What follows belongs to an exercise in optimizing a design on an open flow for a short achievable clock period and few clock cycles per item; a production flow would make more cautious choices.
Function was checked by simulation only, so behaviour that the tests miss may differ from the original.
Power is estimated from default activity; no workload was simulated.

<file path="flow/design.v">
`default_nettype none
package bmhi_pkg;
  localparam int KEY_W         = 32;
  localparam int TAG_W         = 16;
  localparam int IDX_W         = 4;
  localparam int CNT_W         = 5;
  localparam int OP_W          = 2;
  localparam int DEPTH_DEFAULT = 16;
  localparam int IN_DATA_W     = 56;
  localparam int OUT_DATA_W    = 56;
  localparam int OUT_PAD_W     = OUT_DATA_W - KEY_W - TAG_W - CNT_W;
  localparam int ENT_W         = KEY_W + TAG_W;
  localparam int RES_W         = OUT_DATA_W + 1;    
  localparam logic [CNT_W-1:0] CAP_RESET = 5'd16;
  localparam logic [OP_W-1:0] OP_INSERT = 2'd0;
  localparam logic [OP_W-1:0] OP_READ   = 2'd1;
  localparam logic [OP_W-1:0] OP_CLEAR  = 2'd2;
  localparam logic [OP_W-1:0] OP_NOP    = 2'd3;
endpackage
`default_nettype wire
`default_nettype none
module bmhi_ctrl (
  input  wire        clk,
  input  wire        rst,
  input  wire        in_valid,
  output logic       in_ready,
  input  wire        out_ready,
  output logic       req_v,       
  output logic       take,        
  output logic       pop,         
  output logic [2:0] q_v          
);
  logic [1:0] n, n_next;
  assign take = in_valid & in_ready;
  assign pop  = q_v[0] & out_ready;
  always_comb begin
    n = 2'(q_v[0]) + 2'(q_v[1]) + 2'(q_v[2]);
    n_next = n - 2'(pop) + 2'(req_v);
  end
  always_ff @(posedge clk) begin
    if (rst) begin
      req_v    <= 1'b0;
      q_v      <= 3'b000;
      in_ready <= 1'b1;
    end else begin
      req_v    <= take;
      q_v      <= (n_next == 2'd0) ? 3'b000 :
                  (n_next == 2'd1) ? 3'b001 :
                  (n_next == 2'd2) ? 3'b011 : 3'b111;
      in_ready <= (3'(take) + 3'(n_next)) <= 3'd2;
    end
  end
endmodule
`default_nettype wire
`default_nettype none
module bmhi_dpath (
  input  wire                                clk,
  input  wire                                rst,
  input  wire                                take,
  input  wire  [bmhi_pkg::IN_DATA_W-1:0]     in_data,
  input  wire  [bmhi_pkg::OP_W-1:0]          in_user,
  input  wire                                cfg_valid,
  input  wire  [bmhi_pkg::CNT_W-1:0]         cfg_data,
  input  wire                                req_v,
  input  wire                                pop,
  input  wire  [2:0]                         q_v,
  output logic [bmhi_pkg::OUT_DATA_W-1:0]    out_data,
  output logic                               out_user
);
  localparam int N  = bmhi_pkg::DEPTH_DEFAULT;
  localparam int KW = bmhi_pkg::KEY_W;
  localparam int EW = bmhi_pkg::ENT_W;
  localparam int CW = bmhi_pkg::CNT_W;
  localparam int RW = bmhi_pkg::RES_W;
  logic [bmhi_pkg::OP_W-1:0]  r_op;
  logic [EW-1:0]              r_ent;      
  logic [bmhi_pkg::IDX_W-1:0] r_idx;
  always_ff @(posedge clk) begin
    if (take) begin
      r_op  <= in_user;
      r_ent <= in_data[EW-1:0];
      r_idx <= in_data[EW +: bmhi_pkg::IDX_W];
    end
  end
  logic [EW-1:0] mem [N];
  logic [CW-1:0] count;
  logic [CW-1:0] capacity;
  logic is_ins, is_read, is_clr;
  assign is_ins  = req_v && (r_op == bmhi_pkg::OP_INSERT);
  assign is_read = req_v && (r_op == bmhi_pkg::OP_READ);
  assign is_clr  = req_v && (r_op == bmhi_pkg::OP_CLEAR);
  logic ins_ok;
  assign ins_ok = is_ins && (count < capacity) && !count[CW-1];
  logic signed [KW-1:0] new_key;
  logic signed [KW-1:0] slot_key [N];
  logic [N-1:0]         lt;
  assign new_key = r_ent[KW-1:0];
  always_comb begin
    for (int s = 0; s < N; s++) begin
      slot_key[s] = mem[s][KW-1:0];
      lt[s]       = slot_key[s] < new_key;
    end
  end
  logic [N-1:0] wr, from_par;
  always_comb begin
    for (int s = 0; s < N; s++) begin
      logic anc;
      anc = 1'b0;
      for (int d = s + 1; d < N; d++) begin
        int a;
        a = d;
        for (int k = 0; k < 4; k++) if (a > s) a = (a - 1) / 2;
        if (a == s && count[3:0] == 4'(d)) anc = 1'b1;
      end
      wr[s]       = ins_ok && ((count[3:0] == 4'(s)) || (anc && lt[s]));
      from_par[s] = (s != 0) ? lt[(s - 1) / 2] : 1'b0;
    end
  end
  always_ff @(posedge clk) begin
    for (int s = 0; s < N; s++) begin
      if (wr[s]) mem[s] <= from_par[s] ? mem[(s - 1) / 2] : r_ent;
    end
  end
  logic [CW-1:0] count_new;
  always_comb begin
    if (is_clr)      count_new = '0;
    else if (ins_ok) count_new = count + CW'(1);
    else             count_new = count;
  end
  always_ff @(posedge clk) begin
    if (rst) count <= '0;
    else     count <= count_new;
  end
  always_ff @(posedge clk) begin
    if (rst)            capacity <= bmhi_pkg::CAP_RESET;
    else if (cfg_valid) capacity <= cfg_data;
  end
  logic          rd_ok;
  logic [EW-1:0] rd_ent;
  logic [RW-1:0] res;
  assign rd_ok  = is_read && ({1'b0, r_idx} < count);
  assign rd_ent = rd_ok ? mem[r_idx] : '0;
  assign res    = {ins_ok | rd_ok, {bmhi_pkg::OUT_PAD_W{1'b0}}, count_new, rd_ent};
  logic [RW-1:0] q0, q1, q2;
  always_ff @(posedge clk) begin
    if (pop) begin
      q0 <= q_v[1] ? q1 : res;
      q1 <= q_v[2] ? q2 : res;
      q2 <= res;
    end else begin
      if (!q_v[0]) q0 <= res;
      if (!q_v[1]) q1 <= res;
      if (!q_v[2]) q2 <= res;
    end
  end
  assign out_user = q0[RW-1];
  assign out_data = q0[bmhi_pkg::OUT_DATA_W-1:0];
endmodule
`default_nettype wire
`default_nettype none
module binary_max_heap_insert_top #(
  parameter int DEPTH = bmhi_pkg::DEPTH_DEFAULT
) (
  input  wire                              clk,
  input  wire                              rst,
  input  wire                              s_axis_tvalid,
  output logic                             s_axis_tready,
  input  wire  [bmhi_pkg::IN_DATA_W-1:0]   s_axis_tdata,
  input  wire  [bmhi_pkg::OP_W-1:0]        s_axis_tuser,
  output logic                             m_axis_tvalid,
  input  wire                              m_axis_tready,
  output logic [bmhi_pkg::OUT_DATA_W-1:0]  m_axis_tdata,
  output logic                             m_axis_tuser,
  input  wire                              cfg_valid,
  output logic                             cfg_ready,
  input  wire  [bmhi_pkg::CNT_W-1:0]       cfg_data
);
  logic       req_v;
  logic       take;
  logic       pop;
  logic [2:0] q_v;
  assign cfg_ready     = 1'b1;
  assign m_axis_tvalid = q_v[0];
  bmhi_ctrl u_ctrl (
    .clk       (clk),
    .rst       (rst),
    .in_valid  (s_axis_tvalid),
    .in_ready  (s_axis_tready),
    .out_ready (m_axis_tready),
    .req_v     (req_v),
    .take      (take),
    .pop       (pop),
    .q_v       (q_v)
  );
  bmhi_dpath u_dpath (
    .clk       (clk),
    .rst       (rst),
    .take      (take),
    .in_data   (s_axis_tdata),
    .in_user   (s_axis_tuser),
    .cfg_valid (cfg_valid),
    .cfg_data  (cfg_data),
    .req_v     (req_v),
    .pop       (pop),
    .q_v       (q_v),
    .out_data  (m_axis_tdata),
    .out_user  (m_axis_tuser)
  );
endmodule
`default_nettype wire
</file>
<file path="flow/run.sh">
#!/bin/bash
# synth_recipe.tcl (not shown) runs the flow's synth.tcl, then flattens the netlist and writes it again
# the make line also repeats each setting of config.mk as NAME=value (left out here)
make -C /OpenROAD-flow-scripts/flow DESIGN_CONFIG=/design/flow/config.mk WORK_HOME=/design/flow/orfs CLKGATE_MAP_FILE= SYNTH_SCRIPT=/design/flow/synth_recipe.tcl finish
</file>
<file path="flow/config.mk">
export PLATFORM = sky130hd
export DESIGN_NAME = binary_max_heap_insert_top
export DESIGN_NICKNAME = binary_max_heap_insert_top
export VERILOG_FILES = /design/flow/design.v
export SDC_FILE = /design/flow/constraint.sdc
export NUM_CORES = 4
export LEC_CHECK = 0
export CAP_MARGIN = 20
export CORE_MARGIN = 2
export CORE_UTILIZATION = 40
export SLEW_MARGIN = 20
</file>
<file path="flow/constraint.sdc">
create_clock -name core_clock -period 6.0 [get_ports {clk}]
set_input_delay 1.2000 -clock core_clock [delete_from_list [all_inputs] [get_ports {clk}]]
set_output_delay 1.2000 -clock core_clock [all_outputs]
set_load 0.01 [all_outputs]
</file>
==> impl_metrics.py <==
metrics = {
    "flow_run": {
        "maxCapViolCount": 0,
    },
    "critical_path": {
        "crit_fanout": 22,
        "critPathLaunchType": "flop",
        "cp-startpoint": "u_dpath.r_ent[11]$_DFFE_PP_",
        "rr_startpoint": "u_dpath.r_ent[11]$_DFFE_PP_",
        "critPathCaptureType": "flop",
        "critPathCapture": "u_dpath.mem[15][12]$_DFFE_PP_",
        "worst-setup-path-type": "flop to flop",
        "reg2reg_slack_ns": 0.65,
        "cp.required_ns": 6.46,
        "r2r_end": "u_dpath.mem[15][12]$_DFFE_PP_",
        "arrival_ns": 5.81,
        "reg2reg_depth": 10,
    },
    "sta": {
        "tightest_slew_ns": 1.29,
        "holdWs_ns": 0.453,
        "fin_tns_setup_ns": 0,
        "setup_viol": 0,
        "hold_viol": 0,
        "period_share_pct": 89.1,
        "period_minus_slack_ns": 5.35,
        "rsz0062_at_grt": "false",
        "relSlewSlack_pct": 13.6,
        "finClkSkew_ns": 0.0632,
        "max_freq_mhz": 187,
        "drv_slew": 0,
    },
    "cts": {
        "cts_tree": "done",
        "path_clk_slew_ns": 0.06,
        "cts_resized": 0,
        "clock_latency_ns": 0.76,
        "ctsHoldBuffers": 0,
        "cts.sinks": 1008,
        "cts_setup_buffers": 0,
        "root_buffer": "clkbuf_16",
        "cts_buffer_depth": 3,
        "cts_buffers": 108,
        "cts.htree.levels": 3,
    },
    "drt": {
        "wire_per_inst_um": 35.2,
        "first_pass_iters": 7,
        "drc": 0,
        "viasPerCell": 6.56,
        "drtAntennaViolNets": 0,
        "dr_total_vias": 36600,
        "detail_route.wirelength_um": 196000,
        "first_iter_violations": 6060,
    },
    "global_route": {
        "grt.overflow.total": 0,
        "grt_pass1_wl_um": 270000,
        "grt.total_usage_pct": 30.5,
        "grt_max_degree": 115,
        "first_global_vias": 34000,
        "antenna_found_initial": 9,
    },
    "synthesis": {
        "synthCells": 3705,
        "ys.flop_type": "edfxtp_1",
        "synth_cell_types": 82,
        "ys_warn_count": 4,
        "async_flop_share_pct": 0,
        "synth_edf_count": 879,
        "netlist_area_mm2": 0.0490,
        "synth.net_count": 4038,
        "ys_seq_elements": 1008,
        "avgSynthCellArea_um2": 13.2,
        "yosysSeqAreaShare_pct": 59.2,
    },
    "min_path": {
        "hold_class": "flop to flop",
    },
    "floorplanning": {
        "die_area_mm2": 0.125,
        "fp.dieW_um": 354,
        "io_pins": 128,
        "coreArea_mm2": 0.122,
        "fp.dieH_um": 354,
        "core.rowCount": 128,
        "start_util_pct": 40.2,
    },
    "power_and_ir_drop": {
        "p_per_area_mw_per_mm2": 340,
        "max-vdd-ir-drop_uv": 273,
        "power_leakage_nw": 19.7,
    },
    "placed_design": {
        "gp_congestion": 0.980,
        "hpwl_um": 129000,
        "port_buffers": 122,
    },
    "finish": {
        "area_delta_synth_final_pct": 15.8,
        "finish.utilization_pct": 46.6,
        "nNetsFinal": 4186,
        "drive_gt1_share_pct": 20.8,
    },
    "run_status": {
        "status": "finished clean",
    },
}
state kept, by name, indices dropped and copies added (netlist names):
name and cells:
u_dpath.q0 57, u_dpath.capacity 5, u_dpath.r_idx 4, u_dpath.r_op 2
u_ctrl.in_ready 1, u_dpath.q1 57, u_dpath.count 5, u_ctrl.q_v 3
u_dpath.mem 768, u_dpath.q2 57, u_dpath.r_ent 48, u_ctrl.req_v 1
cells in the final DEF, fill, tap and decap left out, drive strengths merged, types with 52 or more instances in the layout:
cell | synthesis | layout
inv | 62 | 68
dfxtp | 129 | 129
and2 | 57 | 57
nor2 | 102 | 102
nand2 | 221 | 221
a21oi | 211 | 211
edfxtp | 879 | 879
mux2i | 52 | 52
clkbuf | 162 | 129
buf | 66 | 143
clkdlybuf4s50 | 0 | 122
a22oi | 144 | 144
o211ai | 52 | 52
mux2 | 425 | 425
o21ai | 282 | 282
ha | 264 | 264
layout make-up:
class,instances,area (um^2)
tap,1625,2030
inverter,63,236
clock buffer,128,2830
timing repair buffer,266,2540
clock inverter,74,774
antenna,7,17.5
sequential,1008,29000
multi-input combinational,2406,19300
fill,10800,65000
how the worst min path moves through the flow:
stage | end | cells after the start | from | slack (ns)
final | u_dpath.q2[39]$_DFF_P_ | 2 | u_dpath.q2[39]$_DFF_P_ | 0.45
after global routing | u_dpath.q2[17]$_DFF_P_ | 2 | u_dpath.q2[17]$_DFF_P_ | 0.47
after CTS | u_dpath.q2[20]$_DFF_P_ | 2 | u_dpath.q2[20]$_DFF_P_ | 0.46
after detailed placement | u_dpath.q2[20]$_DFF_P_ | 2 | u_dpath.q2[20]$_DFF_P_ | 0.44
after global placement | u_dpath.q2[24]$_DFF_P_ | 2 | u_dpath.q2[24]$_DFF_P_ | 0.43
after floorplan | u_dpath.q2[10]$_DFF_P_ | 2 | u_dpath.q2[10]$_DFF_P_ | 0.43
critical path, cell delays in order, from the launching register on:
cell,delay [ns]
edfxtp_1,0.53
inv_1,0.34
ha_1,0.33
a21oi_1,0.15
o21ai_0,0.21
a2111oi_0,0.97
a211oi_1,0.48
o21ai_0,0.51
mux2i_4,0.52
buf_4,0.59
mux2_2,0.40
power breakdown:
group,leakage [nW],internal (W),switching [W]
clock network,1.75,0.00387,0.00298
registers,9.13,0.00813,0.000283
logic,8.78,0.00152,0.00250
total,19.7,0.0135,0.00576
kinds of logic after synthesis:
logic type,after synthesis,share of synthesized area (%)
adder cells (fa/ha/maj),265,6.78
XOR/XNOR,8,0.181
buffers and inverters,291,2.41
AND/OR/NAND/NOR,625,6.42
multiplexers,480,11.3
flip-flops,1008,59.2
other,1,0.00765
AO/OA/AOI/OAI,1027,13.8
metrics by stage:
stage | cell area [um^2] | setup WS (ns) | power (W) | instances
final | 56700 | 0.652 | 0.0193 | 5577
after global routing | 56700 | 0.630 | 0.0198 | 5570
after CTS | 56600 | 0.746 | 0.0192 | 5566
after detailed placement | 53000 | 0.762 | 0.0124 | 5364
after global placement | 53000 | 0.800 | 0.0123 | 5363
after floorplan | 49000 | 0.250 | 0.0108 | 3705
layer usage:
metal | up-vias | track usage [%] | part of all wire [%]
li1 | 14900 | - | -
met1 | 18000 | 41.0 | 38
met2 | 2945 | 43.7 | 41
met3 | 649 | 9.63 | 14
met4 | 6 | 16.9 | 6.7
met5 | - | 0 | 0.022
Yosys cell counts (all sizes together) (26+ instances only):
cell    count  area (um^2)
edfxtp    879        26400
mux2      425         4940
o21ai     282         1410
ha        264         3300
nand2     221          830
a21oi     211         1060
clkbuf    162          608
a22oi     144         1080
dfxtp     129         2580
nor2      102          383
buf        66          334
inv        62          233
and2       57          357
mux2i      52          521
o211ai     52          390
nand3      46          230
o22ai      42          263
a22o       41          359
nand4      40          256
a221oi     37          324
a21o       27          203
o221ai     27          236
a211oi     26          195
Testbench counts, summed over its fixed seeds: cycles 4,816, items 4,800.

-- port drivers added, routing unchanged --
Ports are ideal in the flow. The routed layout listed here was re-timed in OpenROAD. Step 1 (the two cells are an assumption about what drives the block):
set clk [get_ports {clk}]
set_driving_cell -lib_cell sky130_fd_sc_hd__clkbuf_16 $clk
set_driving_cell -lib_cell sky130_fd_sc_hd__buf_2 [delete_from_list [all_inputs] $clk]
Step 2 also shifts input and output timing later by t, the mid clock arrival at the registers, as if the neighbouring blocks saw the same clock. a / b / c = ideal / step 1 / step 2; a / b = the first two.
t, ns: 0.799
slack for setup (ns): 0.652 / 0.652 / 0.652
clock arrival spread, ns: 0.063 / 0.064
worst slew at a driven data input, ns: 0.06
After both steps this run still meets setup and hold. For this run, drivers alone change the setup slack by 0.000 ns; drivers and shift together by 0.000 ns.
